This is an optimization exercise on Yosys and OpenROAD, whose aim is small area and a short achievable clock period, not a production implementation. In this exercise RTL edits were held to simulation tests only and were not proved equivalent to the original. Power and IR drop assume default switching activity.

**flow/run.sh**
```bash
#!/bin/bash
export CTS_ARGS="-sink_clustering_enable -repair_clock_nets -sink_clustering_size 30 -sink_clustering_max_diameter 80 -dont_use_dummy_load"
sed -e 's/SETUP_SLACK_MARGIN=[0-9.]*/SETUP_SLACK_MARGIN=5.8/' standard.sh > standard_m.sh
bash standard_m.sh > standard.log 2>&1
```
**constraint.sdc**
```tcl
create_clock -name core_clock -period 8.0 [get_ports {clk}]
set_input_delay 1.6000 -clock core_clock [delete_from_list [all_inputs] [get_ports {clk}]]
set_output_delay 1.6000 -clock core_clock [all_outputs]
set_load 0.01 [all_outputs]
```
**standard.sh**
```bash
#!/bin/bash
# synth_recipe.tcl (not shown) runs the flow's synth.tcl, then flattens the netlist and writes it again
# the make line also repeats each setting of config.mk as NAME=value (left out here)
make -C /OpenROAD-flow-scripts/flow DESIGN_CONFIG=/design/flow/config.mk WORK_HOME=/design/flow/orfs CLKGATE_MAP_FILE= SYNTH_SCRIPT=/design/flow/synth_recipe.tcl "${@:-finish}"
```
**config.mk**
```make
export PLATFORM = sky130hd
export DESIGN_NAME = rslt_writer
export DESIGN_NICKNAME = rslt_writer
export VERILOG_FILES = /design/flow/design.v
export SDC_FILE = /design/flow/constraint.sdc
export NUM_CORES = 4
export LEC_CHECK = 0
export CAP_MARGIN = 20
export CORE_MARGIN = 2
export CORE_UTILIZATION = 50
export SETUP_SLACK_MARGIN = 5
export SLEW_MARGIN = 20
export TNS_END_PERCENT = 100
```
**design.v**
```verilog
module rslt_writer #(
  parameter int DATA_WIDTH      = 16,
  parameter int COL_WIDTH       = 8,
  parameter int ROW_WIDTH       = 8,
  parameter int RSLT_ADDR_WIDTH = 12,
  parameter int POOL_BUF_DEPTH  = 128
) (
  input  logic                       clk,
  input  logic                       reset,
  input  logic                       start,
  input  logic                       pool_en,
  input  logic                       relu_en,
  input  logic [COL_WIDTH-1:0]       result_cols,
  input  logic [ROW_WIDTH-1:0]       result_rows,
  input  logic [RSLT_ADDR_WIDTH-1:0] base_addr,
  input  logic                       pix_valid,
  input  logic [DATA_WIDTH-1:0]      pix_data,
  output logic                       rslt_we,
  output logic [RSLT_ADDR_WIDTH-1:0] rslt_addr,
  output logic [DATA_WIDTH-1:0]      rslt_wdata,
  output logic                       busy,
  output logic                       done,
  output logic                       err_extra
);
  localparam int DW = DATA_WIDTH;
  logic                       start_d;
  logic                       pool_q;
  logic                       relu_q;
  logic [COL_WIDTH-1:0]       cols_q;
  logic [COL_WIDTH-1:0]       col_left;    
  logic [ROW_WIDTH-1:0]       row_left;    
  logic                       rpar;        
  logic signed [DW-1:0]       h_q;         
  logic signed [DW-1:0]       s_q;         
  logic                       shift_q;
  logic                       idle;
  logic                       arm;
  logic                       run_acc;     
  logic                       lc, lr;      
  logic                       cpar;        
  logic                       wr_run;      
  logic                       a_lc, a_lr;  
  logic                       a_wr;        
  logic                       e_relu;
  logic [COL_WIDTH-1:0]       cl_dec;
  logic signed [DW-1:0]       x;
  logic signed [DW-1:0]       xr;
  logic signed [DW-1:0]       lb;
  logic signed [DW-1:0]       a;
  logic signed [DW-1:0]       pw;
  always_comb begin
    idle    = ~busy & ~done;
    arm     = idle & start & ~start_d;
    run_acc = busy & start & pix_valid;
    lc      = (col_left == '0);
    lr      = (row_left == '0);
    cpar    = cols_q[0] ^ col_left[0];
    cl_dec  = lc ? cols_q : col_left - 1'b1;
    wr_run  = run_acc & (~pool_q | (cpar & rpar));
    a_lc    = (result_cols == '0);
    a_lr    = (result_rows == '0);
    a_wr    = pix_valid & ~pool_en;
    e_relu  = arm ? relu_en : relu_q;
  end
  logic [6:0] g;    
  logic [64*DW-1:0] seg6;
  logic [32*DW-1:0] seg5;
  logic [16*DW-1:0] seg4;
  logic [8*DW-1:0]  seg3;
  logic [4*DW-1:0]  seg2;
  logic [2*DW-1:0]  seg1;
  logic [DW-1:0]    seg0;
  logic [DW-1:0]    in6, in5, in4, in3, in2, in1, in0, inf;
  always_comb begin
    in6 = s_q;
    in5 = g[6] ? seg6[64*DW-1 -: DW] : in6;
    in4 = g[5] ? seg5[32*DW-1 -: DW] : in5;
    in3 = g[4] ? seg4[16*DW-1 -: DW] : in4;
    in2 = g[3] ? seg3[8*DW-1  -: DW] : in3;
    in1 = g[2] ? seg2[4*DW-1  -: DW] : in2;
    in0 = g[1] ? seg1[2*DW-1  -: DW] : in1;
    inf = g[0] ? seg0                : in0;
  end
  always_ff @(posedge clk) begin
    if (shift_q) begin
      seg6 <= {seg6[63*DW-1:0], in6};
      seg5 <= {seg5[31*DW-1:0], in5};
      seg4 <= {seg4[15*DW-1:0], in4};
      seg3 <= {seg3[7*DW-1:0],  in3};
      seg2 <= {seg2[3*DW-1:0],  in2};
      seg1 <= {seg1[DW-1:0],    in1};
      seg0 <= in0;
      lb   <= inf;
    end
  end
  function automatic logic sgt(input logic [DW-1:0] a,
                               input logic [DW-1:0] b);
    logic [DW-1:0] ua, ub, gt, eq;
    integer w, i;
    begin
      ua = {~a[DW-1], a[DW-2:0]};
      ub = {~b[DW-1], b[DW-2:0]};
      gt = ua & ~ub;
      eq = ~(ua ^ ub);
      for (w = 1; w < DW; w = w * 2)
        for (i = 0; i + w < DW; i = i + 2 * w) begin
          gt[i] = gt[i + w] | (eq[i + w] & gt[i]);
          eq[i] = eq[i + w] & eq[i];
        end
      sgt = gt[0];
    end
  endfunction
  logic x_gt_lb, x_gt_h, lb_gt_h;
  always_comb begin
    x       = $signed(pix_data);
    xr      = (e_relu & x[DW-1]) ? '0 : x;
    x_gt_lb = sgt(x, lb);
    x_gt_h  = sgt(x, h_q);
    lb_gt_h = sgt(lb, h_q);
    a       = lb_gt_h ? lb : h_q;
    pw      = (x_gt_lb & x_gt_h) ? x : a;
  end
  always_ff @(posedge clk) begin
    if (arm) begin
      pool_q <= pool_en;
      relu_q <= relu_en;
      cols_q <= result_cols;
      g      <= 7'((result_cols - 1'b1) >> 1);
    end
    if (arm) begin
      col_left <= (pix_valid & ~a_lc) ? result_cols - 1'b1 : result_cols;
      row_left <= (pix_valid & a_lc) ? result_rows - 1'b1 : result_rows;
      rpar     <= pix_valid & a_lc;
    end else if (run_acc) begin
      col_left <= cl_dec;
      if (lc)
        row_left <= row_left - 1'b1;
      rpar     <= rpar ^ lc;
    end
    shift_q <= run_acc & pool_q & cpar;
    s_q <= x_gt_h ? x : h_q;
    if (pix_valid)
      h_q <= xr;
  end
  always_ff @(posedge clk or negedge reset) begin
    if (!reset) begin
      start_d    <= 1'b0;
      rslt_we    <= 1'b0;
      rslt_addr  <= '0;
      rslt_wdata <= '0;
      busy       <= 1'b0;
      done       <= 1'b0;
      err_extra  <= 1'b0;
    end else begin
      start_d <= start;
      if (arm) begin
        busy       <= ~(pix_valid & a_lc & a_lr);
        done       <= pix_valid & a_lc & a_lr;
        err_extra  <= 1'b0;
        rslt_we    <= a_wr;
        rslt_addr  <= a_wr ? base_addr : base_addr - 1'b1;
      end else begin
        busy       <= busy & start & ~(pix_valid & lc & lr);
        done       <= (run_acc & lc & lr) | (done & start);
        err_extra  <= err_extra | (pix_valid & ~busy);
        rslt_we    <= wr_run;
        if (wr_run)
          rslt_addr <= rslt_addr + 1'b1;
      end
      rslt_wdata <= (~arm & pool_q) ? pw : xr;
    end
  end
endmodule
```
==> impl_metrics.py, run 1 <==
metrics = {
    "run_status": {
        "status": "complete, no violations",
    },
    "setup_path": {
        "worst-setup-path-type": "input port to flip-flop",
        "timing.critical_path.fanout_max": 5,
        "worst_r2r_startpoint": "h_q[2]",
        "regToRegEndpoint": "rslt_wdata[4]",
        "worst-r2r-cell-count": 9,
        "critical_path_required_time_ns": 8.57,
        "start_kind": "input port",
        "ff2ff_setup_slack_ns": 5.23,
        "cp_data_arrival_time_ns": 3.57,
        "end_kind": "flip-flop",
    },
    "yosys": {
        "post-synth-top-area-fraction_pct": 91.2,
        "syn_nets": 2981,
        "synthesis.area_sq_um": 69100,
        "synth_warnings": 1,
        "synthFlopType": "edfxtp_1",
        "yosysSeqAreaShare_pct": 92.9,
        "synth.distinct_cells": 58,
        "yosys_register_bits": 2148,
        "synth-edff-count": 2097,
        "syn_area_per_cell_sq_um": 24.0,
        "synthCells": 2877,
        "synth_top_cells_by_area": "edfxtp_1 91%, dfrtp_1 1.2%, ha_1 0.98%",
        "synthArstFlopShare_pct": 1.54,
        "yosys.area.top_type": "edfxtp_1",
    },
    "placed_design": {
        "gp_congestion": 0.809,
        "postPlaceCellArea_sq_um": 72300,
        "numPortBuffers": 81,
        "dp_hpwl_microns": 51400,
    },
    "sta": {
        "post-route-min-period_ns": 3.00,
        "final_hold_viol_count": 0,
        "worst_slew_pin_slew_ns": 1.05,
        "fmax_ghz": 0.334,
        "final.period_utilization_pct": 37.5,
        "rsz0062_at_grt": "true",
        "timing.clock.skew_ns": 0.0885,
        "finalSetupViolations": 0,
        "report.final.slew_viol_count": 0,
        "maxSlewHeadroom_pct": 29.7,
        "setup_tns_ns": 0,
        "timing.hold.ws_ns": 0.323,
    },
    "finish": {
        "design_area_sq_um": 77600,
        "fillers": 9884,
        "most-common-layout-cells": "2097 x edfxtp_1, 98 x buf_4, 94 x clkbuf_16, 62 x nand2_1, 58 x inv_1",
        "mostFrequentLayoutCell": "edfxtp_1",
        "nNetsFinal": 3281,
        "flow.area_growth_from_synthesis_pct": 12.4,
        "final_layout_size_suffix_gt1_share_pct": 17.2,
    },
    "routing": {
        "post_drt_antenna_nets": 0,
        "vias_per_cell": 5.21,
        "wl_microns": 104000,
        "drt_iter0_markers": 2490,
        "drc": 0,
        "drt_pre_antenna_iters": 6,
        "routed-via-count": 25900,
        "drt-wirelength-per-cell_microns": 20.9,
    },
    "global_routing": {
        "first_global_vias": 25300,
        "globalRouteMet3Util_pct": 3.14,
        "globalRouteOverflowTotal": 0,
        "busiest_grt_layer": "met1",
        "antenna_found_initial": 15,
        "met1_usage_pct": 23.4,
        "grt.total_usage_pct": 14.4,
        "grt_start_max_net_pins": 223,
        "grt_first_pass_wirelength_microns": 157000,
        "globalRouteMet2Util_pct": 20.0,
    },
    "power_and_ir_drop": {
        "total_power_divided_by_cell_area_nw_per_um2": 238,
        "power.static_leakage_uw": 0.0238,
        "worst_ir_drop_vdd_v": 0.000172,
        "design_power_total_uw": 18500,
    },
    "floorplanning": {
        "die-area_sq_um": 141000,
        "chipWidth_microns": 376,
        "design.core.area_sq_um": 137000,
        "num_io_pins": 82,
        "die-height_microns": 376,
        "number_of_standard_cell_rows_in_the_floorplan": 136,
        "start_util_pct": 50.3,
    },
    "clock_network": {
        "htree_levels": 3,
        "clock_edge_transition_at_the_registers_on_the_reported_setup_and_hold_paths_ns": 0.10,
        "cts_buffer_depth": 3,
        "clk-insertion-delay-late_ns": 0.74,
        "hold_buffers": 0,
        "root_buffer": "clkbuf_16",
        "cts_inserted_buffers": 92,
        "tritoncts": "built",
        "number_of_clock_sinks": 2148,
    },
    "worst_hold_path": {
        "min_delay_path_depth": 0,
        "worstHoldStart": "seg6[476]",
        "path_category_of_the_worst_min_delay_check": "flip-flop to flip-flop",
        "hold_path_end": "seg6[492]",
    },
    "run": {
        "maxCapViolCount": 0,
    },
}
-- kinds of logic after synthesis --
family                   Yosys count  share of synthesized area, %
flip-flops                      2148                          92.9
AND/OR/NAND/NOR                  257                          1.89
AO/OA/AOI/OAI                    188                          1.78
buffers and inverters            100                         0.574
multiplexers                      88                          1.37
adder cells (fa/ha/maj)           54                         0.978
XOR/XNOR                          42                         0.533
-- critical path: stages --
cell and delay (ns):
buf_12 0.11, ha_4 0.26, nand4b_1 0.15, a2111oi_4 0.43, o2111ai_2 0.15, and3_4 0.21, buf_6 0.11, o21ai_4 0.17
bufbuf_16 0.30, o2bb2ai_2 0.06
-- routing by layer --
metal  routed length [microns]  up-vias
met2                     43500      388
met5                        48        -
met3                      4940      144
li1                          -    11800
met1                     53200    13600
met4                      2160        8
-- cell usage after synthesis, drive strengths merged (3+ instances only) --
library cell  number
xnor2             23
dfxtp             18
a211oi             7
buf               10
nor4b              3
o211ai            18
nor2b              3
mux2i             36
and2              47
nor4               8
mux2              52
xor2              19
a21oi             48
o22ai              3
ha                54
nand3             12
and3               3
clkbuf            25
o2bb2ai           16
o21ai             58
edfxtp          2097
a2111oi            3
a21o               4
a31o              18
nand4              8
dfrtp             33
nand2b            19
inv               64
or3                5
o31ai              3
nand2             81
nor3              17
nor2              41
-- how the worst max path moves through the flow --
stage                        startpoint        endpoint  slack [ns]
after floorplan                 shift_q           lb[0]       -6.80
after global placement            start  rslt_wdata[12]        3.01
after detailed placement          start   rslt_wdata[4]        2.93
after CTS                 rslt_wdata[8]   rslt_wdata[8]        4.97
after global routing      rslt_wdata[8]   rslt_wdata[8]        4.98
final                       pix_data[2]  rslt_wdata[14]        5.00
-- repair_timing --
| item | 4_1_cts | 5_1_grt |
|---|---|---|
| buffers inserted | 86 | 34 |
| gates resized for setup | 551 | 163 |
| pin swaps | 76 | 69 |
| setup endpoints to repair | 1459 | 425 |
| cloned | 14 | 3 |
-- per-stage QoR --
step           util (%)  worst slack (ns)  instances
3_5_place_dp       52.6              2.93       4739
6_report           56.5              5.00       4971
2_1_floorplan         -             -6.80       2877
5_1_grt            56.5              4.98       4970
4_1_cts            55.9              4.97       4931
3_3_place_gp       52.6              3.01       4739
-- flip-flops by register name, indices dropped and copies added, names as in the netlist, 7 cells and up --
name / flops
row_left: 8
rslt_wdata: 16
seg2: 64
seg3: 128
seg4: 256
g: 7
cols_q: 8
h_q: 16
lb: 16
seg0: 16
seg5: 512
s_q: 16
seg6: 1024
col_left: 8
seg1: 32
rslt_addr: 12
-- cell type report --
type | instances | area [sq um] | area share, %
Timing Repair Buffer | 239 | 2710 | 3.49
Antenna cell | 2 | 5.00 | 0.00645
Tap cell | 1794 | 2240 | 2.89
Timing Repair inverter | 2 | 17.5 | 0.0226
Sequential cell | 2148 | 64200 | 82.7
Multi-Input combinational cell | 629 | 5920 | 7.62
Clock buffer | 92 | 2300 | 2.97
Inverter | 65 | 269 | 0.346
-- where the power goes --
| group | leakage, uW | total [uW] | internal, uW | switching, uW |
|---|---|---|---|---|
| Combinational | 0.00396 | 914 | 428 | 487 |
| Sequential | 0.0187 | 12500 | 12400 | 121 |
| Clock | 0.00113 | 5040 | 2060 | 2980 |
| Total | 0.0238 | 18500 | 14900 | 3590 |
==> inputs of run 2 (changes only) <==
--- a/design.v
+++ b/design.v
@@ -33,3 +33,3 @@
   logic signed [DW-1:0]       h_q;         
-  logic signed [DW-1:0]       s_q;         
+  logic                       first;       
   logic                       shift_q;
@@ -74,3 +74,3 @@
   always_comb begin
-    in6 = s_q;
+    in6 = h_q;
     in5 = g[6] ? seg6[64*DW-1 -: DW] : in6;
@@ -140,5 +140,8 @@
     shift_q <= run_acc & pool_q & cpar;
-    s_q <= x_gt_h ? x : h_q;
     if (pix_valid)
-      h_q <= xr;
+      h_q <= (cpar & ~arm) ? (x_gt_h ? x : h_q) : xr;
+    if (arm)
+      first <= ~a_wr;
+    else if (wr_run)
+      first <= 1'b0;
   end
@@ -160,3 +163,3 @@
         rslt_we    <= a_wr;
-        rslt_addr  <= a_wr ? base_addr : base_addr - 1'b1;
+        rslt_addr  <= base_addr;
       end else begin
@@ -167,3 +170,3 @@
         if (wr_run)
-          rslt_addr <= rslt_addr + 1'b1;
+          rslt_addr <= rslt_addr + {{(RSLT_ADDR_WIDTH-1){1'b0}}, ~first};
       end
==> flow/run.sh (replaced) <==
#!/bin/bash
export CTS_ARGS="-sink_clustering_enable -repair_clock_nets -sink_clustering_size 25 -sink_clustering_max_diameter 60 -dont_use_dummy_load"
sed -e 's/SETUP_SLACK_MARGIN=[0-9.]*/SETUP_SLACK_MARGIN=5.2/' standard.sh > standard_m.sh
bash standard_m.sh > standard.log 2>&1
==> run 2 against run 1 <==
Final area down 2.5%. Utilization down 0.81 points. Critical endpoint is now rslt_wdata[14]. Highest routed layer unchanged. Hold slack better by 0.059 ns. Largest power group unchanged. Still clean on timing, DRC and antenna. Die area down 0.61%.
==> impl_metrics.py, run 2 <==
metrics = {
    "clock_network": {
        "htree_levels": 3,
        "cts_inserted_buffers": 121,
        "hold_buffers": 0,
        "root_buffer": "clkbuf_16",
        "number_of_clock_sinks": 2133,
        "clock_edge_transition_at_the_registers_on_the_reported_setup_and_hold_paths_ns": 0.09,
        "clk-insertion-delay-late_ns": 0.75,
        "tritoncts": "built",
        "cts_buffer_depth": 3,
    },
    "yosys": {
        "simple_gate_portion_of_the_synthesized_area_pct": 1.80,
        "post-synth-top-area-fraction_pct": 91.8,
        "adder_cell_fraction_of_synth_area_pct": 0.984,
        "synth_top_cells_by_area": "edfxtp_1 92%, dfrtp_1 1.2%, ha_1 0.98%",
        "synthesis.area_sq_um": 68700,
        "synthFlopType": "edfxtp_1",
        "synth-compound-area-share_pct": 1.48,
        "most_repeated_cell_in_the_gate_level_netlist_after_synthesis": "edfxtp_1",
        "synthCells": 2831,
        "synth.distinct_cells": 55,
        "post_synth_xor_area_fraction_pct": 0.408,
        "yosysSeqAreaShare_pct": 93.0,
        "syn_nets": 2935,
        "yosys_register_bits": 2133,
        "synth-edff-count": 2098,
        "yosys.area.top_type": "edfxtp_1",
        "muxShareOfSynthArea_pct": 1.64,
        "syn_area_per_cell_sq_um": 24.3,
        "synth_warnings": 1,
        "synth_top_family_by_area": "simple AND/OR/NAND/NOR gates",
        "synthArstFlopShare_pct": 1.55,
        "most_used_standard_cells_in_the_synthesized_netlist": "2098 x edfxtp_1, 77 x nand2_1, 69 x inv_1, 54 x ha_1, 51 x a21oi_1",
    },
    "sta": {
        "worst_slew_pin_slew_ns": 1.00,
        "timing.clock.skew_ns": 0.0737,
        "post-route-min-period_ns": 2.99,
        "rsz0062_at_grt": "true",
        "finalSetupViolations": 0,
        "maxSlewHeadroom_pct": 33.3,
        "fmax_ghz": 0.335,
        "setup_tns_ns": 0,
        "report.final.slew_viol_count": 0,
        "timing.hold.ws_ns": 0.382,
        "final_hold_viol_count": 0,
        "final.period_utilization_pct": 37.4,
    },
    "finish": {
        "biggest_registers_after_layout": "seg6 (1024), seg5 (512), seg4 (256)",
        "nNetsFinal": 3176,
        "final_layout_size_suffix_gt1_share_pct": 13.1,
        "most-common-layout-cells": "2098 x edfxtp_1, 121 x clkbuf_16, 73 x nand2_1, 61 x inv_1, 50 x buf_4",
        "number_of_flip_flops_under_the_largest_register_name": 1024,
        "regMostFlops": "seg6",
        "flow.area_growth_from_synthesis_pct": 10.2,
        "mostFrequentLayoutCell": "edfxtp_1",
    },
    "floorplanning": {
        "die-area_sq_um": 140000,
        "number_of_standard_cell_rows_in_the_floorplan": 135,
        "num_io_pins": 82,
        "chipWidth_microns": 375,
        "design.core.area_sq_um": 136000,
        "die-height_microns": 375,
        "start_util_pct": 50.6,
    },
    "routing": {
        "drt_iter0_markers": 2716,
        "post_drt_antenna_nets": 0,
        "drt_pre_antenna_iters": 5,
        "drt-wirelength-per-cell_microns": 20.1,
        "vias_per_cell": 5.25,
        "routed-via-count": 25500,
        "drc": 0,
        "wl_microns": 97700,
    },
    "setup_path": {
        "path_cells": "buf_6",
        "start_kind": "flip-flop",
        "worst-path-buf-inv": 1,
        "timing.critical_path.slowest_cell_delay_ns": 0.50,
        "critical_path_required_time_ns": 6.40,
        "cp_data_arrival_time_ns": 1.39,
        "critical_path_depth": 1,
        "worst-setup-path-type": "flip-flop to primary output",
        "cp_top_family": "flip-flops",
        "end_kind": "primary output",
        "critPathSlowestCell": "dfrtp_2",
        "timing.critical_path.fanout_max": 1,
        "worst-r2r-cell-count": 7,
    },
    "global_routing": {
        "antenna_found_initial": 13,
        "grt_start_max_net_pins": 224,
        "first_global_vias": 25000,
        "grt_first_pass_wirelength_microns": 150000,
        "grt.total_usage_pct": 13.7,
        "globalRouteOverflowTotal": 0,
    },
    "placed_design": {
        "dp_hpwl_microns": 49400,
        "gp_congestion": 0.774,
        "numPortBuffers": 81,
    },
    "power_and_ir_drop": {
        "power.static_leakage_uw": 0.0229,
        "worst_ir_drop_vdd_v": 0.000150,
        "total_power_divided_by_cell_area_nw_per_um2": 249,
    },
    "run_status": {
        "status": "complete, no violations",
    },
    "worst_hold_path": {
        "min_delay_path_depth": 0,
        "path_category_of_the_worst_min_delay_check": "flip-flop to flip-flop",
    },
    "run": {
        "maxCapViolCount": 0,
    },
}
run 2: cell types whose count changed in the layout (fill, tap and decap cells not counted), moves of 13 or more:
cell | before | now
a31o_1 | 16 | 0
a31o_2 | 1 | 18
buf_4 | 98 | 50
buf_6 | 55 | 21
clkbuf_16 | 94 | 121
clkdlybuf4s50_1 | 8 | 22
dfxtp_1 | 17 | 1
mux2_2 | 18 | 38
mux2_4 | 33 | 10
mux2i_1 | 19 | 35
nand2_2 | 16 | 3
o21ai_0 | 9 | 36
o21ai_1 | 40 | 3
run 2: layout make-up:
| class | count | area (sq um) |
|---|---|---|
| fillers | 9955 | 60100 |
| flip-flops and latches | 2133 | 63900 |
| repair buffers | 152 | 1440 |
| diodes | 4 | 10.0 |
| well taps | 1781 | 2230 |
| multi-input cells | 595 | 4830 |
| clock buffers | 121 | 3030 |
| inverters | 69 | 273 |
run 2: cells by family after synthesis:
group,after synthesis
flops,2133
simple gates,248
compound gates,164
buf+inv,106
mux,94
fa+ha+maj,54
xor+xnor,32
run 2: per-layer routing:
metal | vias up | global-route usage [%] | wire, microns
met1 | 13200 | 22.7 | 49600
met3 | 155 | 3.02 | 6350
met4 | 14 | 3.91 | 1740
li1 | 11500 | - | -
met5 | - | 0 | 89
met2 | 589 | 18.2 | 39900
run 2: metrics by stage:
stage / power, uW / worst slack (ns) / instances / util [%] / instance area (sq um)
2_1_floorplan: 13000 / -6.80 / 2831 / - / 68700
3_3_place_gp: 13200 / 2.85 / 4680 / 52.9 / 71800
3_5_place_dp: 13300 / 2.74 / 4680 / 52.9 / 71800
4_1_cts: 19100 / 4.96 / 4844 / 55.6 / 75500
5_1_grt: 19600 / 4.98 / 4851 / 55.7 / 75700
6_report: 18900 / 5.01 / 4855 / 55.7 / 75700
run 2: worst paths after layout:
kind                           startpoint        endpoint  slack (ns)
setup / recovery           rslt_wdata[14]  rslt_wdata[14]        5.01
min in group asynchronous           reset       err_extra        0.99
hold / removal                  seg6[918]       seg6[934]        0.38
setup reg to reg                     g[6]           lb[4]        5.29
max in group asynchronous           reset   rslt_wdata[7]        6.35
hold reg to reg                 seg6[918]       seg6[934]        0.38
run 2: power by group:
group | switching [uW] | leakage (uW) | total, uW | internal, uW
Sequential | 126 | 0.0185 | 12400 | 12300
Clock | 3110 | 0.00149 | 5780 | 2660
Combinational | 380 | 0.00294 | 667 | 287
run 2: timing repair:
action,4_1_cts,5_1_grt
gates resized for setup,278,57
setup endpoints to repair,711,295
pin swaps,33,22
buffers inserted,39,6
gates cloned,4,0
endpoints found under the hold margin,0,0
==> inputs of run 3 (changes only) <==
==> flow/run.sh (replaced) <==
#!/bin/bash
export CTS_ARGS="-sink_clustering_enable -repair_clock_nets -sink_clustering_size 25 -sink_clustering_max_diameter 60 -dont_use_dummy_load"
sed -e 's/SETUP_SLACK_MARGIN=[0-9.]*/SETUP_SLACK_MARGIN=5.4/' standard.sh > standard_m.sh
bash standard_m.sh > standard.log 2>&1
==> run 3 against run 2 <==
Still clean on timing, DRC and antenna. Global-route usage grew 0.076 points. First-iteration DRC count shrank 5.7%. Non-clock buffer count rose by 41. Sequential power is essentially flat. Die area unchanged. Final area up 1.2%. Critical path depth unchanged. Clock skew is essentially flat. Wire length increased by 1.3%. Synthesized cell count unchanged. Via count grew 0.75%. Largest cell class unchanged.
==> impl_metrics.py, run 3 <==
metrics = {
    "run_status": {
        "status": "complete, no violations",
    },
    "power_and_ir_drop": {
        "total_power_divided_by_cell_area_nw_per_um2": 248,
        "share_clk_of_total_power_pct": 30.5,
        "worst_ir_drop_vdd_v": 0.000156,
        "switching_share_pct": 19.3,
        "netSwitchingPower_uw": 3650,
        "power_frac_comb_pct": 4.0,
        "sequentialPowerShare_pct": 65.5,
        "internal_power_component_uw": 15300,
        "power.static_leakage_uw": 0.0232,
    },
    "floorplanning": {
        "die-height_microns": 375,
        "start_util_pct": 50.6,
        "chipWidth_microns": 375,
        "design.core.area_sq_um": 136000,
        "number_of_standard_cell_rows_in_the_floorplan": 135,
        "num_io_pins": 82,
        "die-area_sq_um": 140000,
    },
    "yosys": {
        "synth_warnings": 1,
        "post-synth-top-area-fraction_pct": 91.8,
        "synth-edff-count": 2098,
        "synthArstFlopShare_pct": 1.55,
        "syn_area_per_cell_sq_um": 24.3,
        "synthFlopType": "edfxtp_1",
        "syn_nets": 2935,
        "synth_top_cells_by_area": "edfxtp_1 92%, dfrtp_1 1.2%, ha_1 0.98%",
        "synthCells": 2831,
        "most_repeated_cell_in_the_gate_level_netlist_after_synthesis": "edfxtp_1",
        "most_used_standard_cells_in_the_synthesized_netlist": "2098 x edfxtp_1, 77 x nand2_1, 69 x inv_1, 54 x ha_1, 51 x a21oi_1",
        "yosysSeqAreaShare_pct": 93.0,
        "yosys_register_bits": 2133,
        "yosys.area.top_type": "edfxtp_1",
        "synth.distinct_cells": 55,
        "synthesis.area_sq_um": 68700,
    },
    "clock_network": {
        "clock_edge_transition_at_the_registers_on_the_reported_setup_and_hold_paths_ns": 0.09,
        "cts_inserted_buffers": 121,
        "tritoncts": "built",
        "htree_levels": 3,
        "cts_buffer_depth": 3,
        "number_of_clock_sinks": 2133,
        "root_buffer": "clkbuf_16",
        "clk-insertion-delay-late_ns": 0.75,
    },
    "placed_design": {
        "postPlaceCellArea_sq_um": 71800,
        "dp_hpwl_microns": 49400,
        "numPortBuffers": 81,
        "numPlacedInstances": 4680,
        "gp_congestion": 0.774,
    },
    "setup_path": {
        "cp_data_arrival_time_ns": 1.39,
        "worst-path-buf-inv": 1,
        "end_kind": "primary output",
        "path_cells": "buf_6",
        "critical_path_required_time_ns": 6.40,
        "cp_top_family": "flip-flops",
        "timing.critical_path.slowest_cell_delay_ns": 0.50,
        "worst-setup-path-type": "flip-flop to primary output",
        "start_kind": "flip-flop",
        "critPathSlowestCell": "dfrtp_2",
        "timing.critical_path.fanout_max": 1,
        "ff2ff_setup_slack_ns": 5.48,
    },
    "finish": {
        "biggest_registers_after_layout": "seg6 (1024), seg5 (512), seg4 (256)",
        "mostFrequentLayoutCell": "edfxtp_1",
        "regMostFlops": "seg6",
        "final_layout_size_suffix_gt1_share_pct": 15.3,
        "nNetsFinal": 3217,
        "fillers": 9880,
        "number_of_flip_flops_under_the_largest_register_name": 1024,
        "layoutNonFillerInstCount": 4893,
        "design_area_sq_um": 76600,
        "most-common-layout-cells": "2098 x edfxtp_1, 123 x clkbuf_16, 78 x buf_4, 72 x nand2_1, 61 x inv_1",
        "flow.area_growth_from_synthesis_pct": 11.5,
    },
    "global_routing": {
        "antenna_found_initial": 6,
        "globalRouteMet3Util_pct": 3.01,
        "globalRouteMet2Util_pct": 18.4,
        "grt_first_pass_wirelength_microns": 150000,
        "globalRouteOverflowTotal": 0,
        "busiest_grt_layer": "met1",
        "grt_start_max_net_pins": 224,
        "first_global_vias": 25100,
        "met1_usage_pct": 22.7,
        "grt.total_usage_pct": 13.8,
    },
    "routing": {
        "wl_microns": 99000,
        "post_drt_antenna_nets": 0,
        "drc": 0,
        "drt_pre_antenna_iters": 7,
        "drt-wirelength-per-cell_microns": 20.2,
        "routed-via-count": 25700,
        "drt_iter0_markers": 2561,
        "vias_per_cell": 5.25,
    },
    "sta": {
        "worst_slew_pin_slew_ns": 0.997,
        "final.period_utilization_pct": 37.4,
        "maxSlewHeadroom_pct": 33.6,
        "final_hold_viol_count": 0,
        "report.final.slew_viol_count": 0,
        "timing.clock.skew_ns": 0.0740,
        "finalSetupViolations": 0,
        "setup_tns_ns": 0,
        "fmax_ghz": 0.334,
        "post-route-min-period_ns": 2.99,
        "rsz0062_at_grt": "true",
    },
    "worst_hold_path": {
        "path_category_of_the_worst_min_delay_check": "flip-flop to flip-flop",
    },
    "run": {
        "maxCapViolCount": 0,
    },
}
run 3: final timing paths:
check | from | endpoint | cells after the start
max in group asynchronous | reset | rslt_wdata[7] | 1
setup reg to reg | g[6] | lb[1] | 7
setup / recovery | rslt_wdata[12] | rslt_wdata[12] | 1
min in group asynchronous | reset | err_extra | 1
hold reg to reg | seg6[918] | seg6[934] | 0
hold / removal | seg6[918] | seg6[934] | 0
run 3: power groups by stage:
stage	registers [uW]	clock network [uW]	logic, uW
finish	12400	5780	764
global route	12400	6400	827
CTS	12400	6030	655
detailed placement	12700	0	560
global placement	12700	0	541
floorplan	12800	0	259
run 3: kinds of logic after synthesis:
family | Yosys count | synth area share, %
AOI/OAI and AO/OA | 164 | 1.48
xor gates and xnor gates | 32 | 0.408
adders and majority gates | 54 | 0.984
buffers and inverters | 106 | 0.652
DFF | 2133 | 93.0
muxes | 94 | 1.64
and+or+nand+nor | 248 | 1.80
run 3: timing repair:
action,CTS,global route
setup buffers,46,37
setup endpoints to repair,729,285
pin swaps,45,20
resized for setup,384,91
hold buffers,0,0
gates cloned,5,2
run 3: area by class of cell:
cell class                 count  area (sq um)  area share [%]
timing repair buffer         193          1980            2.59
multi-input combinational    595          5160            6.74
tap                         1781          2230            2.91
sequential                  2133         63900            83.4
antenna                        1          2.50         0.00327
clock buffer                 121          3030            3.95
inverter                      69           293           0.382
run 3: per-layer routing:
metal / share of wire (%) / vias up
met3: 6.0 / 155
li1: - / 11600
met1: 51 / 13300
met4: 1.8 / 6
met2: 41 / 566
met5: 0.044 / -
run 3: through the flow:
stage	utilization (%)	hold WS, ns	setup WS, ns	total power (uW)
floorplan	-	0.400	-6.80	13000
detailed placement	52.9	0.405	2.74	13300
CTS	55.8	0.373	4.96	19100
finish	56.4	0.382	5.01	19000
global route	56.4	0.378	4.98	19700
global placement	52.9	0.402	2.85	13200
==> inputs of run 4 (changes only) <==
==> flow/run.sh (replaced) <==
#!/bin/bash
export CTS_ARGS="-sink_clustering_enable -repair_clock_nets -sink_clustering_size 25 -sink_clustering_max_diameter 60 -dont_use_dummy_load"
sed -e 's/SETUP_SLACK_MARGIN=[0-9.]*/SETUP_SLACK_MARGIN=5.2 MATCH_CELL_FOOTPRINT=0/' standard.sh > standard_m.sh
bash standard_m.sh > standard.log 2>&1
==> run 4 against run 3 <==
Largest cell class unchanged. Fmax is 0.11% lower. Hold slack worse by 0.0025 ns. Critical path depth stayed put. Critical path type unchanged. Sequential power hardly changed. Power is 0.50% lower. Non-clock buffer count is 40 lower. Global-route usage is 0.13 points lower. Clock skew is 0.00085 ns higher.
==> impl_metrics.py, run 4 <==
metrics = {
    "run_status": {
        "status": "complete, no violations",
    },
    "floorplanning": {
        "die-area_sq_um": 140000,
        "chipWidth_microns": 375,
        "die-height_microns": 375,
        "num_io_pins": 82,
        "start_util_pct": 50.6,
        "design.core.area_sq_um": 136000,
        "number_of_standard_cell_rows_in_the_floorplan": 135,
    },
    "sta": {
        "final_hold_viol_count": 0,
        "finalSetupViolations": 0,
        "worst_slew_pin_slew_ns": 0.995,
        "post-route-min-period_ns": 2.99,
        "fmax_ghz": 0.334,
        "fin_ws_ns": 5.01,
        "rsz0062_at_grt": "true",
        "timing.hold.ws_ns": 0.379,
        "report.final.slew_viol_count": 0,
        "maxSlewHeadroom_pct": 33.7,
        "final.period_utilization_pct": 37.4,
        "timing.clock.skew_ns": 0.0748,
        "setup_tns_ns": 0,
    },
    "power_and_ir_drop": {
        "power.static_leakage_uw": 0.0230,
        "worst_ir_drop_vdd_v": 0.000150,
        "total_power_divided_by_cell_area_nw_per_um2": 249,
        "design_power_total_uw": 18900,
    },
    "finish": {
        "number_of_flip_flops_under_the_largest_register_name": 1024,
        "biggest_registers_after_layout": "seg6 (1024), seg5 (512), seg4 (256)",
        "most-common-layout-cells": "2098 x edfxtp_1, 122 x clkbuf_16, 73 x nand2_1, 62 x inv_1, 51 x buf_4",
        "nNetsFinal": 3177,
        "regMostFlops": "seg6",
        "mostFrequentLayoutCell": "edfxtp_1",
        "flow.area_growth_from_synthesis_pct": 10.3,
        "final_layout_size_suffix_gt1_share_pct": 12.6,
    },
    "setup_path": {
        "critPathSlowestCell": "dfrtp_2",
        "cp_data_arrival_time_ns": 1.39,
        "critical_path_depth": 1,
        "start_kind": "flip-flop",
        "worst_r2r_startpoint": "g[6]",
        "timing.critical_path.fanout_max": 1,
        "worst-r2r-cell-count": 7,
        "timing.critical_path.slowest_cell_delay_ns": 0.50,
        "worst-path-buf-inv": 1,
        "end_kind": "primary output",
        "worst-setup-path-type": "flip-flop to primary output",
        "cp_top_family": "flip-flops",
        "worst_setup_path_startpoint": "rslt_wdata[14]",
        "critical_path_required_time_ns": 6.40,
        "path_cells": "buf_6",
    },
    "clock_network": {
        "htree_levels": 3,
        "clk-insertion-delay-late_ns": 0.75,
        "clock_edge_transition_at_the_registers_on_the_reported_setup_and_hold_paths_ns": 0.09,
        "tritoncts": "built",
        "number_of_clock_sinks": 2133,
        "root_buffer": "clkbuf_16",
        "cts_buffer_depth": 3,
        "cts_inserted_buffers": 121,
        "hold_buffers": 0,
    },
    "yosys": {
        "synth_top_cells_by_area": "edfxtp_1 92%, dfrtp_1 1.2%, ha_1 0.98%",
        "synthCells": 2831,
        "syn_nets": 2935,
        "synth-edff-count": 2098,
        "post_synth_xor_area_fraction_pct": 0.408,
        "yosys_register_bits": 2133,
        "synth_top_family_by_area": "simple AND/OR/NAND/NOR gates",
        "synth-compound-area-share_pct": 1.48,
        "muxShareOfSynthArea_pct": 1.64,
        "synthArstFlopShare_pct": 1.55,
        "most_repeated_cell_in_the_gate_level_netlist_after_synthesis": "edfxtp_1",
        "syn_area_per_cell_sq_um": 24.3,
        "synthesis.area_sq_um": 68700,
        "simple_gate_portion_of_the_synthesized_area_pct": 1.80,
        "synth.distinct_cells": 55,
        "synthFlopType": "edfxtp_1",
        "most_used_standard_cells_in_the_synthesized_netlist": "2098 x edfxtp_1, 77 x nand2_1, 69 x inv_1, 54 x ha_1, 51 x a21oi_1",
        "adder_cell_fraction_of_synth_area_pct": 0.984,
        "synth_warnings": 1,
        "yosys.area.top_type": "edfxtp_1",
        "yosysSeqAreaShare_pct": 93.0,
        "post-synth-top-area-fraction_pct": 91.8,
    },
    "global_routing": {
        "antenna_found_initial": 13,
        "globalRouteOverflowTotal": 0,
        "grt_start_max_net_pins": 224,
        "grt.total_usage_pct": 13.7,
        "grt_first_pass_wirelength_microns": 149000,
        "first_global_vias": 24900,
    },
    "routing": {
        "drt_iter0_markers": 2674,
        "drt-wirelength-per-cell_microns": 20.1,
        "post_drt_antenna_nets": 0,
        "drt_pre_antenna_iters": 5,
        "vias_per_cell": 5.25,
        "routed-via-count": 25500,
        "drc": 0,
        "wl_microns": 97700,
    },
    "worst_hold_path": {
        "worstHoldStart": "seg6[918]",
        "path_category_of_the_worst_min_delay_check": "flip-flop to flip-flop",
        "min_delay_path_depth": 0,
    },
    "placed_design": {
        "gp_congestion": 0.774,
        "preCtsSetupSlack_ns": 2.74,
        "dp_hpwl_microns": 49400,
        "numPortBuffers": 81,
    },
    "run": {
        "maxCapViolCount": 0,
    },
}
[run 4: cell counts after synthesis]
No cell type changed its count.
[run 4: power breakdown]
part | leakage [uW] | switching [uW] | internal [uW]
logic | 0.00304 | 378 | 282
clock network | 0.00149 | 3110 | 2660
registers | 0.0185 | 128 | 12300
[run 4: timing repair]
item | 4_1_cts | 5_1_grt
gates resized for setup | 184 | 59
buffers inserted | 31 | 15
cloned | 3 | 1
pin swaps | 17 | 27
setup endpoints to repair | 711 | 288
[run 4: cells by family (layout without fill, tap and decap cells)]
| logic type | Yosys count | in the layout |
|---|---|---|
| AND/OR/NAND/NOR | 248 | 251 |
| buffers and inverters | 106 | 343 |
| adder cells (fa/ha/maj) | 54 | 54 |
| AO/OA/AOI/OAI | 164 | 164 |
| other | 0 | 5 |
| XOR/XNOR | 32 | 32 |
| flip-flops | 2133 | 2133 |
| multiplexers | 94 | 94 |
[run 4: stage by stage]
stage	utilization [%]	instance area [sq um]	instances
floorplan	-	68700	2831
global placement	52.9	71800	4680
detailed placement	52.9	71800	4680
CTS	55.5	75300	4835
global route	55.7	75700	4853
finish	55.7	75700	4857
[run 4: worst paths after layout]
check,end,slack (ns)
max in group asynchronous,rslt_wdata[7],6.34
min,seg6[934],0.38
max reg2reg,lb[4],5.30
max,rslt_wdata[14],5.01
min reg2reg,seg6[934],0.38
min in group asynchronous,err_extra,1.00
[run 4: layout make-up]
class / count / area, sq um
tap: 1781 / 2230
clock buffer: 121 / 3030
timing repair buffer: 153 / 1490
sequential: 2133 / 63900
multi-input combinational: 595 / 4770
antenna: 5 / 12.5
fill: 9963 / 60100
inverter: 69 / 275
[run 4: metal layers]
| metal | track usage (%) | routed length, microns | part of all wire (%) |
|---|---|---|---|
| met5 | 0 | 90 | 0.092 |
| met4 | 3.87 | 1760 | 1.8 |
| met3 | 2.97 | 5710 | 5.8 |
| met2 | 18.2 | 39800 | 41 |
| met1 | 22.6 | 50300 | 52 |
==> inputs of run 5 (changes only) <==
--- a/config.mk
+++ b/config.mk
@@ -9,3 +9,3 @@
 export CORE_MARGIN = 2
-export CORE_UTILIZATION = 50
+export CORE_UTILIZATION = 57
 export SETUP_SLACK_MARGIN = 5
==> run 5 against run 4 <==
Sequential share of layout area is 0.35 points lower. Die area fell by 12%. First-iteration DRC count fell by 0.86%. Clock power up 6.1%. Critical endpoint is now rslt_wdata[12]. Wire length shrank 0.56%. Highest routed layer unchanged. Largest cell class unchanged. Critical path type unchanged. Fmax up 1.1%. Non-clock buffer count rose by 6. Utilization up 7.8 points. Sequential power about the same. Synthesized cell count did not move. Via count increased by 0.26%.
==> impl_metrics.py, run 5 <==
metrics = {
    "yosys": {
        "synthesis.area_sq_um": 68700,
        "synth_warnings": 1,
        "synth.distinct_cells": 55,
        "yosys_register_bits": 2133,
        "synthCells": 2831,
        "synthArstFlopShare_pct": 1.55,
        "syn_nets": 2935,
        "synth-edff-count": 2098,
        "synthFlopType": "edfxtp_1",
        "yosys.area.top_type": "edfxtp_1",
        "syn_area_per_cell_sq_um": 24.3,
        "yosysSeqAreaShare_pct": 93.0,
        "most_repeated_cell_in_the_gate_level_netlist_after_synthesis": "edfxtp_1",
        "most_used_standard_cells_in_the_synthesized_netlist": "2098 x edfxtp_1, 77 x nand2_1, 69 x inv_1, 54 x ha_1, 51 x a21oi_1",
        "post-synth-top-area-fraction_pct": 91.8,
        "synth_top_cells_by_area": "edfxtp_1 92%, dfrtp_1 1.2%, ha_1 0.98%",
    },
    "finish": {
        "utilization_pct": 63.5,
        "flow.area_growth_from_synthesis_pct": 10.7,
        "final_layout_size_suffix_gt1_share_pct": 13.7,
        "fillers": 7889,
        "nNetsFinal": 3197,
        "biggest_registers_after_layout": "seg6 (1024), seg5 (512), seg4 (256)",
        "number_of_flip_flops_under_the_largest_register_name": 1024,
        "layoutNonFillerInstCount": 4706,
        "regMostFlops": "seg6",
        "most-common-layout-cells": "2098 x edfxtp_1, 137 x clkbuf_16, 73 x nand2_1, 61 x inv_1, 57 x buf_4",
        "design_area_sq_um": 76000,
        "mostFrequentLayoutCell": "edfxtp_1",
        "total_area_of_multi_input_combinational_cells_sq_um": 4890,
        "area.sequential_sq_um": 63900,
    },
    "routing": {
        "post_drt_antenna_nets": 0,
        "drc": 0,
        "drt-wirelength-per-cell_microns": 20.6,
        "drt_pre_antenna_iters": 6,
        "wl_microns": 97200,
        "drt_iter0_markers": 2651,
        "vias_per_cell": 5.43,
        "routed-via-count": 25600,
    },
    "sta": {
        "setup_tns_ns": 0,
        "worst_slew_pin_slew_ns": 1.03,
        "report.final.slew_viol_count": 0,
        "final_hold_viol_count": 0,
        "final.period_utilization_pct": 37.0,
        "rsz0062_at_grt": "true",
        "timing.clock.skew_ns": 0.0629,
        "finalSetupViolations": 0,
        "fmax_ghz": 0.338,
        "maxSlewHeadroom_pct": 31.1,
        "post-route-min-period_ns": 2.96,
    },
    "setup_path": {
        "path_cells": "buf_6",
        "start_kind": "flip-flop",
        "critical_path_required_time_ns": 6.40,
        "timing.critical_path.slowest_cell_delay_ns": 0.48,
        "worst-setup-path-type": "flip-flop to primary output",
        "cp_top_family": "flip-flops",
        "end_kind": "primary output",
        "cp_data_arrival_time_ns": 1.36,
        "critPathSlowestCell": "dfrtp_2",
        "timing.critical_path.fanout_max": 1,
        "worst-path-buf-inv": 1,
    },
    "run": {
        "maxCapViolCount": 0,
    },
    "power_and_ir_drop": {
        "worst_ir_drop_vdd_v": 0.000228,
        "power.static_leakage_uw": 0.0232,
        "total_power_divided_by_cell_area_nw_per_um2": 253,
    },
    "placed_design": {
        "numPlacedInstances": 4509,
        "numPortBuffers": 81,
        "postPlaceCellArea_sq_um": 71600,
        "dp_hpwl_microns": 49500,
        "gp_congestion": 0.790,
    },
    "floorplanning": {
        "chipWidth_microns": 351,
        "die-area_sq_um": 123000,
        "design.core.area_sq_um": 120000,
        "die-height_microns": 351,
        "number_of_standard_cell_rows_in_the_floorplan": 127,
        "num_io_pins": 82,
        "start_util_pct": 57.4,
    },
    "run_status": {
        "status": "complete, no violations",
    },
    "global_routing": {
        "grt_first_pass_wirelength_microns": 146000,
        "globalRouteOverflowTotal": 0,
        "antenna_found_initial": 16,
        "grt.total_usage_pct": 15.7,
        "first_global_vias": 24500,
        "grt_start_max_net_pins": 215,
    },
    "worst_hold_path": {
        "path_category_of_the_worst_min_delay_check": "flip-flop to flip-flop",
    },
    "clock_network": {
        "clock_edge_transition_at_the_registers_on_the_reported_setup_and_hold_paths_ns": 0.07,
        "cts_inserted_buffers": 134,
        "root_buffer": "clkbuf_16",
        "number_of_clock_sinks": 2133,
        "clk-insertion-delay-late_ns": 0.76,
        "cts_buffer_depth": 3,
        "tritoncts": "built",
        "htree_levels": 4,
    },
}
[run 5: changes by cell type in the layout (fill, tap and decap cells not counted), sizes merged]
cell	previous run	this run
diode	5	3
buf	89	101
clkbuf	150	163
inv	66	65
dlymetal6s2s	13	9
clkinvlp	3	5
clkdlybuf4s50	22	20
[run 5: stage by stage]
step / hold slack [ns] / total power (uW) / worst slack (ns)
floorplan: 0.400 / 13000 / -6.80
global placement: 0.401 / 13200 / 2.73
detailed placement: 0.405 / 13300 / 2.67
CTS: 0.363 / 19500 / 4.97
global route: 0.364 / 19900 / 4.98
finish: 0.366 / 19200 / 5.04
[run 5: per-layer routing]
metal	part of all wire, %	global-route usage (%)	up-vias
met4	2.4	5.31	18
met5	0.12	0	-
met1	51	26.2	13200
met3	6.1	3.82	180
li1	-	-	11600
met2	41	20.3	556
[run 5: final timing paths]
path,slack [ns],startpoint,cells after the start,endpoint
max,5.04,rslt_wdata[12],1,rslt_wdata[12]
min,0.37,seg6[464],0,seg6[480]
max reg2reg,5.34,g[6],7,lb[3]
min reg2reg,0.37,seg6[464],0,seg6[480]
max in group asynchronous,6.34,reset,1,rslt_wdata[9]
min in group asynchronous,1.00,reset,1,done
[run 5: kinds of logic after synthesis]
logic type	synth area share [%]
adders and majority gates	0.984
and+or+nand+nor	1.80
AOI/OAI and AO/OA	1.48
muxes	1.64
DFF	93.0
xor gates and xnor gates	0.408
buffers and inverters	0.652
[run 5: area by class of cell]
class                      count  area share [%]
sequential                  2133            84.1
timing repair inverter         1         0.00659
inverter                      69           0.374
antenna                        3         0.00988
clock buffer                 134            4.41
multi-input combinational    595            6.43
tap                         1612            2.65
timing repair buffer         159            2.06
[run 5: timing repair]
action                                  4_1_cts  5_1_grt
pin swaps                                    15       32
buffers inserted                             34       19
gates cloned                                  3        4
gates resized for setup                     196      117
hold buffers                                  0        0
endpoints found under the setup margin      428      786
[run 5: worst register-to-register path, stage by stage (launching register included)]
cell	delay, ns
edfxtp_1	0.33
buf_6	0.30
mux2_2	0.42
mux2i_1	0.36
o211ai_1	0.18
a31o_2	0.29
mux2_2	0.27
mux2_2	0.27
[run 5: power breakdown]
| group | switching (uW) | internal [uW] |
|---|---|---|
| Sequential | 116 | 12300 |
| Clock | 3160 | 2970 |
| Combinational | 396 | 298 |
| Total | 3670 | 15600 |
==> inputs of run 6 (changes only) <==
==> flow/run.sh (replaced) <==
#!/bin/bash
export CTS_ARGS="-sink_clustering_enable -repair_clock_nets -sink_clustering_size 25 -sink_clustering_max_diameter 60 -dont_use_dummy_load"
export PRE_IO_PLACEMENT_TCL="$PWD/flow/io.tcl"
sed -e 's/SETUP_SLACK_MARGIN=[0-9.]*/SETUP_SLACK_MARGIN=5.2 MATCH_CELL_FOOTPRINT=0/' standard.sh > standard_m.sh
bash standard_m.sh > standard.log 2>&1
==> flow/io.tcl (new file) <==
# Keep every port but the clock on one stretch of the left edge, so the
# pixel inputs, the control inputs and the registered outputs sit close
# together and the short input-to-register and register-to-output paths
# stay short.
set names {}
foreach bt [[ord::get_db_block] getBTerms] {
  set n [$bt getName]
  if {$n ne "clk"} { lappend names $n }
}
set_io_pin_constraint -pin_names $names -region left:100-250
==> run 6 against run 5 <==
Still clean on timing, DRC and antenna. Clock power is 0.7% higher. Critical path depth stayed put. Synthesized cell count stayed put. Final area is 0.23% lower. Synthesized area stayed put. Critical endpoint is now rslt_wdata[11]. Largest power group unchanged.
==> impl_metrics.py, run 6 <==
metrics = {
    "run_status": {
        "status": "complete, no violations",
    },
    "yosys": {
        "yosysSeqAreaShare_pct": 93.0,
        "muxShareOfSynthArea_pct": 1.64,
        "yosys_register_bits": 2133,
        "yosys.area.top_type": "edfxtp_1",
        "synth.distinct_cells": 55,
        "syn_area_per_cell_sq_um": 24.3,
        "post_synth_xor_area_fraction_pct": 0.408,
        "syn_nets": 2935,
        "synthFlopType": "edfxtp_1",
        "simple_gate_portion_of_the_synthesized_area_pct": 1.80,
        "synth_warnings": 1,
        "synth-edff-count": 2098,
        "synth_top_cells_by_area": "edfxtp_1 92%, dfrtp_1 1.2%, ha_1 0.98%",
        "most_used_standard_cells_in_the_synthesized_netlist": "2098 x edfxtp_1, 77 x nand2_1, 69 x inv_1, 54 x ha_1, 51 x a21oi_1",
        "post-synth-top-area-fraction_pct": 91.8,
        "synth_top_family_by_area": "simple AND/OR/NAND/NOR gates",
        "synth-compound-area-share_pct": 1.48,
        "synthArstFlopShare_pct": 1.55,
        "most_repeated_cell_in_the_gate_level_netlist_after_synthesis": "edfxtp_1",
        "synthesis.area_sq_um": 68700,
        "adder_cell_fraction_of_synth_area_pct": 0.984,
        "synthCells": 2831,
    },
    "sta": {
        "timing.hold.ws_ns": 0.382,
        "post-route-min-period_ns": 2.92,
        "setup_tns_ns": 0,
        "final.period_utilization_pct": 36.5,
        "finalSetupViolations": 0,
        "final_hold_viol_count": 0,
        "worst_slew_pin_slew_ns": 1.10,
        "timing.clock.skew_ns": 0.0745,
        "report.final.slew_viol_count": 0,
        "rsz0062_at_grt": "true",
        "maxSlewHeadroom_pct": 26.9,
        "fmax_ghz": 0.342,
    },
    "power_and_ir_drop": {
        "internal_power_component_uw": 15600,
        "sequentialPowerShare_pct": 64.5,
        "worst_ir_drop_vdd_v": 0.000214,
        "power_frac_comb_pct": 3.4,
        "share_clk_of_total_power_pct": 32.0,
        "total_power_divided_by_cell_area_nw_per_um2": 254,
        "power.static_leakage_uw": 0.0232,
        "netSwitchingPower_uw": 3630,
        "switching_share_pct": 18.9,
    },
    "setup_path": {
        "critical_path_required_time_ns": 6.40,
        "ff2ff_setup_slack_ns": 5.31,
        "worst-setup-path-type": "flip-flop to primary output",
        "worst-r2r-cell-count": 7,
        "timing.critical_path.slowest_cell_delay_ns": 0.45,
        "worst-path-buf-inv": 1,
        "cp_top_family": "flip-flops",
        "start_kind": "flip-flop",
        "critPathSlowestCell": "dfrtp_1",
        "path_cells": "buf_6",
        "cp-endpoint": "rslt_wdata[11]",
        "regToRegEndpoint": "lb[4]",
        "end_kind": "primary output",
        "timing.critical_path.fanout_max": 1,
        "worst_setup_path_startpoint": "rslt_wdata[11]",
        "critical_path_depth": 1,
        "cp_data_arrival_time_ns": 1.32,
        "worst_r2r_startpoint": "g[6]",
    },
    "finish": {
        "biggest_registers_after_layout": "seg6 (1024), seg5 (512), seg4 (256)",
        "final_layout_size_suffix_gt1_share_pct": 12.4,
        "number_of_flip_flops_under_the_largest_register_name": 1024,
        "most-common-layout-cells": "2098 x edfxtp_1, 138 x clkbuf_16, 73 x nand2_1, 63 x inv_1, 49 x a21oi_1",
        "utilization_pct": 63.4,
        "nNetsFinal": 3186,
        "regMostFlops": "seg6",
        "fillers": 7972,
        "mostFrequentLayoutCell": "edfxtp_1",
        "flow.area_growth_from_synthesis_pct": 10.4,
    },
    "routing": {
        "routed-via-count": 25300,
        "drt_pre_antenna_iters": 5,
        "drt_iter0_markers": 2585,
        "drc": 0,
        "wl_microns": 93800,
        "vias_per_cell": 5.39,
        "post_drt_antenna_nets": 0,
        "drt-wirelength-per-cell_microns": 20.0,
    },
    "floorplanning": {
        "start_util_pct": 57.4,
        "design.core.area_sq_um": 120000,
        "num_io_pins": 82,
        "die-height_microns": 351,
        "number_of_standard_cell_rows_in_the_floorplan": 127,
        "chipWidth_microns": 351,
        "die-area_sq_um": 123000,
    },
    "clock_network": {
        "cts_buffer_depth": 3,
        "clk-insertion-delay-late_ns": 0.74,
        "tritoncts": "built",
        "number_of_clock_sinks": 2133,
        "hold_buffers": 0,
        "cts_inserted_buffers": 136,
        "root_buffer": "clkbuf_16",
        "clock_edge_transition_at_the_registers_on_the_reported_setup_and_hold_paths_ns": 0.08,
        "htree_levels": 4,
    },
    "placed_design": {
        "dp_hpwl_microns": 47500,
        "numPortBuffers": 81,
        "gp_congestion": 0.807,
    },
    "global_routing": {
        "grt_first_pass_wirelength_microns": 144000,
        "first_global_vias": 24500,
        "antenna_found_initial": 8,
        "grt_start_max_net_pins": 203,
        "grt.total_usage_pct": 15.2,
        "globalRouteOverflowTotal": 0,
    },
    "worst_hold_path": {
        "path_category_of_the_worst_min_delay_check": "flip-flop to flip-flop",
    },
    "run": {
        "maxCapViolCount": 0,
    },
}
[run 6: repair_timing]
action                     4_1_cts  5_1_grt
pin swaps                       13       24
gates resized for setup        182       77
cloned                           4        2
setup buffers                   33        7
setup endpoints to repair      506      668
[run 6: how the worst min path moves through the flow]
| stage | start | endpoint | slack, ns | cells after the start |
|---|---|---|---|---|
| global placement | seg6[224] | seg6[240] | 0.40 | 0 |
| finish | seg5[214] | seg5[230] | 0.38 | 0 |
| global route | seg5[310] | seg5[326] | 0.38 | 0 |
| floorplan | seg1[0] | seg1[16] | 0.40 | 0 |
| detailed placement | seg2[7] | seg2[23] | 0.40 | 0 |
| CTS | seg5[214] | seg5[230] | 0.38 | 0 |
[run 6: per-stage QoR]
stage | instances | cell area [sq um] | total power [uW] | worst slack, ns
final | 4695 | 75800 | 19200 | 5.08
after global routing | 4694 | 75800 | 19900 | 5.03
after CTS | 4683 | 75500 | 19500 | 5.03
after detailed placement | 4510 | 71600 | 13200 | 2.93
after global placement | 4510 | 71600 | 13200 | 2.90
after floorplan | 2831 | 68700 | 13000 | -6.80
[run 6: final cells by class]
cell class / count / area, sq um / area share (%)
well taps: 1612 / 2020 / 2.66
flip-flops and latches: 2133 / 63900 / 84.2
clock buffers: 136 / 3400 / 4.49
diodes: 3 / 7.51 / 0.00990
multi-input cells: 595 / 4740 / 6.25
inverters: 69 / 270 / 0.356
repair buffers: 147 / 1510 / 1.99
[run 6: logic make-up (layout without fill, tap and decap cells)]
family | Yosys count | after routing
AOI/OAI and AO/OA | 164 | 164
xor gates and xnor gates | 32 | 32
adders and majority gates | 54 | 54
buffers and inverters | 106 | 352
DFF | 2133 | 2133
muxes | 94 | 94
other | 0 | 3
and+or+nand+nor | 248 | 251
[run 6: power groups by stage]
stage | sequential [uW] | combinational [uW] | clock (uW)
6_report | 12400 | 662 | 6160
2_1_floorplan | 12800 | 259 | 0
4_1_cts | 12400 | 631 | 6430
3_5_place_dp | 12700 | 562 | 0
3_3_place_gp | 12700 | 549 | 0
5_1_grt | 12400 | 725 | 6780
[run 6: metal layers]
| layer | GRT usage [%] | vias to the layer above | wire (microns) |
|---|---|---|---|
| met5 | 0 | - | 49 |
| met4 | 4.96 | 8 | 2130 |
| met2 | 19.7 | 457 | 38200 |
| met3 | 3.33 | 161 | 4300 |
| li1 | - | 11500 | - |
| met1 | 25.7 | 13100 | 49100 |
==> inputs of run 7 (changes only) <==
==> flow/run.sh (replaced) <==
#!/bin/bash
export CTS_ARGS="-sink_clustering_enable -repair_clock_nets -sink_clustering_size 25 -sink_clustering_max_diameter 60 -dont_use_dummy_load"
export PRE_IO_PLACEMENT_TCL="$PWD/flow/io.tcl"
sed -e 's/SETUP_SLACK_MARGIN=[0-9.]*/SETUP_SLACK_MARGIN=5.2/' standard.sh > standard_m.sh
bash standard_m.sh > standard.log 2>&1
==> run 7 against run 6 <==
Combinational power rose by 2%. Worst setup slack barely moved. Hold slack did not move. Still clean. Via count rose by 0.23%. Synthesized cell count did not move. Highest routed layer unchanged.
==> impl_metrics.py, run 7 <==
metrics = {
    "sta": {
        "finalSetupViolations": 0,
        "fmax_ghz": 0.342,
        "timing.clock.skew_ns": 0.0749,
        "post-route-min-period_ns": 2.92,
        "worst_slew_pin_slew_ns": 1.09,
        "fin_ws_ns": 5.08,
        "setup_tns_ns": 0,
        "maxSlewHeadroom_pct": 27.4,
        "rsz0062_at_grt": "true",
        "report.final.slew_viol_count": 0,
        "final.period_utilization_pct": 36.5,
        "final_hold_viol_count": 0,
    },
    "floorplanning": {
        "start_util_pct": 57.4,
        "die-area_sq_um": 123000,
        "chipWidth_microns": 351,
        "num_io_pins": 82,
        "design.core.area_sq_um": 120000,
        "die-height_microns": 351,
        "number_of_standard_cell_rows_in_the_floorplan": 127,
    },
    "clock_network": {
        "clock_edge_transition_at_the_registers_on_the_reported_setup_and_hold_paths_ns": 0.08,
        "cts_buffer_depth": 3,
        "tritoncts": "built",
        "cts_inserted_buffers": 136,
        "clk-insertion-delay-late_ns": 0.74,
        "htree_levels": 4,
        "hold_buffers": 0,
        "root_buffer": "clkbuf_16",
        "number_of_clock_sinks": 2133,
    },
    "yosys": {
        "yosys_register_bits": 2133,
        "yosys.area.top_type": "edfxtp_1",
        "synthCells": 2831,
        "most_used_standard_cells_in_the_synthesized_netlist": "2098 x edfxtp_1, 77 x nand2_1, 69 x inv_1, 54 x ha_1, 51 x a21oi_1",
        "syn_area_per_cell_sq_um": 24.3,
        "post-synth-top-area-fraction_pct": 91.8,
        "synth-edff-count": 2098,
        "synth.distinct_cells": 55,
        "syn_nets": 2935,
        "yosysSeqAreaShare_pct": 93.0,
        "synth_top_cells_by_area": "edfxtp_1 92%, dfrtp_1 1.2%, ha_1 0.98%",
        "synthFlopType": "edfxtp_1",
        "synth_warnings": 1,
        "synthArstFlopShare_pct": 1.55,
        "synthesis.area_sq_um": 68700,
        "most_repeated_cell_in_the_gate_level_netlist_after_synthesis": "edfxtp_1",
    },
    "setup_path": {
        "critical_path_depth": 1,
        "worst-setup-path-type": "flip-flop to primary output",
        "worst_setup_path_startpoint": "rslt_wdata[11]",
        "worst-path-buf-inv": 1,
        "end_kind": "primary output",
        "timing.critical_path.fanout_max": 1,
        "regToRegEndpoint": "seg6[679]",
        "worst_r2r_startpoint": "shift_q",
        "path_cells": "buf_6",
        "critical_path_required_time_ns": 6.40,
        "ff2ff_setup_slack_ns": 5.30,
        "cp_data_arrival_time_ns": 1.32,
        "cp_top_family": "flip-flops",
        "cp-endpoint": "rslt_wdata[11]",
        "critPathSlowestCell": "dfrtp_1",
        "worst-r2r-cell-count": 2,
        "timing.critical_path.slowest_cell_delay_ns": 0.45,
        "start_kind": "flip-flop",
    },
    "finish": {
        "number_of_flip_flops_under_the_largest_register_name": 1024,
        "flow.area_growth_from_synthesis_pct": 10.4,
        "most-common-layout-cells": "2098 x edfxtp_1, 138 x clkbuf_16, 73 x nand2_1, 62 x inv_1, 52 x buf_4",
        "biggest_registers_after_layout": "seg6 (1024), seg5 (512), seg4 (256)",
        "mostFrequentLayoutCell": "edfxtp_1",
        "nNetsFinal": 3191,
        "regMostFlops": "seg6",
        "final_layout_size_suffix_gt1_share_pct": 12.9,
    },
    "global_routing": {
        "globalRouteOverflowTotal": 0,
        "grt_start_max_net_pins": 203,
        "first_global_vias": 24500,
        "antenna_found_initial": 4,
        "grt.total_usage_pct": 15.2,
        "grt_first_pass_wirelength_microns": 144000,
    },
    "routing": {
        "post_drt_antenna_nets": 0,
        "drt_pre_antenna_iters": 5,
        "drt-wirelength-per-cell_microns": 20.0,
        "drc": 0,
        "vias_per_cell": 5.40,
        "routed-via-count": 25400,
        "drt_iter0_markers": 2359,
        "wl_microns": 93700,
    },
    "power_and_ir_drop": {
        "worst_ir_drop_vdd_v": 0.000214,
        "total_power_divided_by_cell_area_nw_per_um2": 254,
        "power.static_leakage_uw": 0.0232,
    },
    "run_status": {
        "status": "complete, no violations",
    },
    "placed_design": {
        "numPortBuffers": 81,
        "gp_congestion": 0.807,
        "dp_hpwl_microns": 47500,
        "preCtsSetupSlack_ns": 2.93,
    },
    "worst_hold_path": {
        "path_category_of_the_worst_min_delay_check": "flip-flop to flip-flop",
    },
    "run": {
        "maxCapViolCount": 0,
    },
}
==> run 7: how the worst min path moves through the flow <==
stage / start / endpoint / slack (ns) / depth (start not counted)
floorplan: seg1[0] / seg1[16] / 0.40 / 0
global placement: seg6[224] / seg6[240] / 0.40 / 0
detailed placement: seg2[7] / seg2[23] / 0.40 / 0
CTS: seg5[214] / seg5[230] / 0.38 / 0
global route: seg5[310] / seg5[326] / 0.38 / 0
finish: seg5[214] / seg5[230] / 0.38 / 0
==> run 7: what timing repair did <==
action | in CTS | in global routing
cloned | 4 | 2
buffers inserted | 34 | 11
pin swaps | 19 | 25
setup endpoints to repair | 506 | 669
resized for setup | 260 | 81
==> run 7: final cells by class <==
type	instances	area (sq um)
Multi-Input combinational cell	595	4740
Timing Repair Buffer	152	1520
Sequential cell	2133	63900
Fill cell	7967	43800
Antenna cell	1	2.50
Clock buffer	136	3400
Tap cell	1612	2020
Inverter	69	270
==> run 7: layer usage <==
metal	part of all wire [%]	track usage, %
met3	4.5	3.33
met2	41	19.7
met5	0.012	0
met4	2.2	4.96
met1	52	25.7
==> run 7: cells by family after synthesis <==
family                     synth area share, %
buffers and inverters                    0.652
and+or+nand+nor                           1.80
xor gates and xnor gates                 0.408
DFF                                       93.0
muxes                                     1.64
AOI/OAI and AO/OA                         1.48
adders and majority gates                0.984
==> run 7: where the power goes <==
part | total [uW] | internal, uW | switching, uW
Combinational | 678 | 298 | 381
Clock | 6150 | 3010 | 3140
Sequential | 12400 | 12300 | 102
==> run 7: metrics by stage <==
| stage | hold slack, ns | cell area (sq um) | utilization (%) | power (uW) | cells |
|---|---|---|---|---|---|
| CTS | 0.383 | 75500 | 63.1 | 19500 | 4684 |
| floorplan | 0.400 | 68700 | - | 13000 | 2831 |
| global placement | 0.401 | 71600 | 59.8 | 13200 | 4510 |
| detailed placement | 0.405 | 71600 | 59.8 | 13200 | 4510 |
| global route | 0.384 | 75800 | 63.4 | 20000 | 4698 |
| finish | 0.382 | 75800 | 63.4 | 19200 | 4698 |

-- static timing again, ports no longer ideal --
How much do the figures lean on ideal ports? The routed layouts below were timed once more, with nothing changed but the port constraints.
Step 1 sets driving cells, clkbuf_16 on the clock port and buf_2 on the other inputs (assumed; they add their load-dependent delay and slew).
Step 2 adds t to the input delays and takes it off the output delays; t is the mean of the earliest and latest rising clock arrival at the registers after step 1. Input paths then give back, and output paths get back, about the clock's delay inside the block.
a / b / c = no drivers / after step 1 / after step 2; a / b = the first two.
run | t (ns) | slack for setup (ns) | worst data-port slew with drivers (ns)
run 1 | 0.767 | 5.004 / 4.968 / 4.225 | 0.22
run 2 | 0.777 | 5.011 / 4.935 / 4.352 | 0.23
run 3 | 0.781 | 5.010 / 4.934 / 4.414 | 0.26
run 4 | 0.778 | 5.006 / 4.931 / 4.343 | 0.25
run 5 | 0.803 | 5.040 / 4.964 / 4.370 | 0.22
run 6 | 0.778 | 5.078 / 5.003 / 4.481 | 0.07
run 7 | 0.776 | 5.078 / 5.003 / 4.442 | 0.07
After both steps every run listed still meets setup and hold. The setup slack of run 1, which loses most, moves by -0.036 ns with the drivers and by -0.779 ns with both steps.
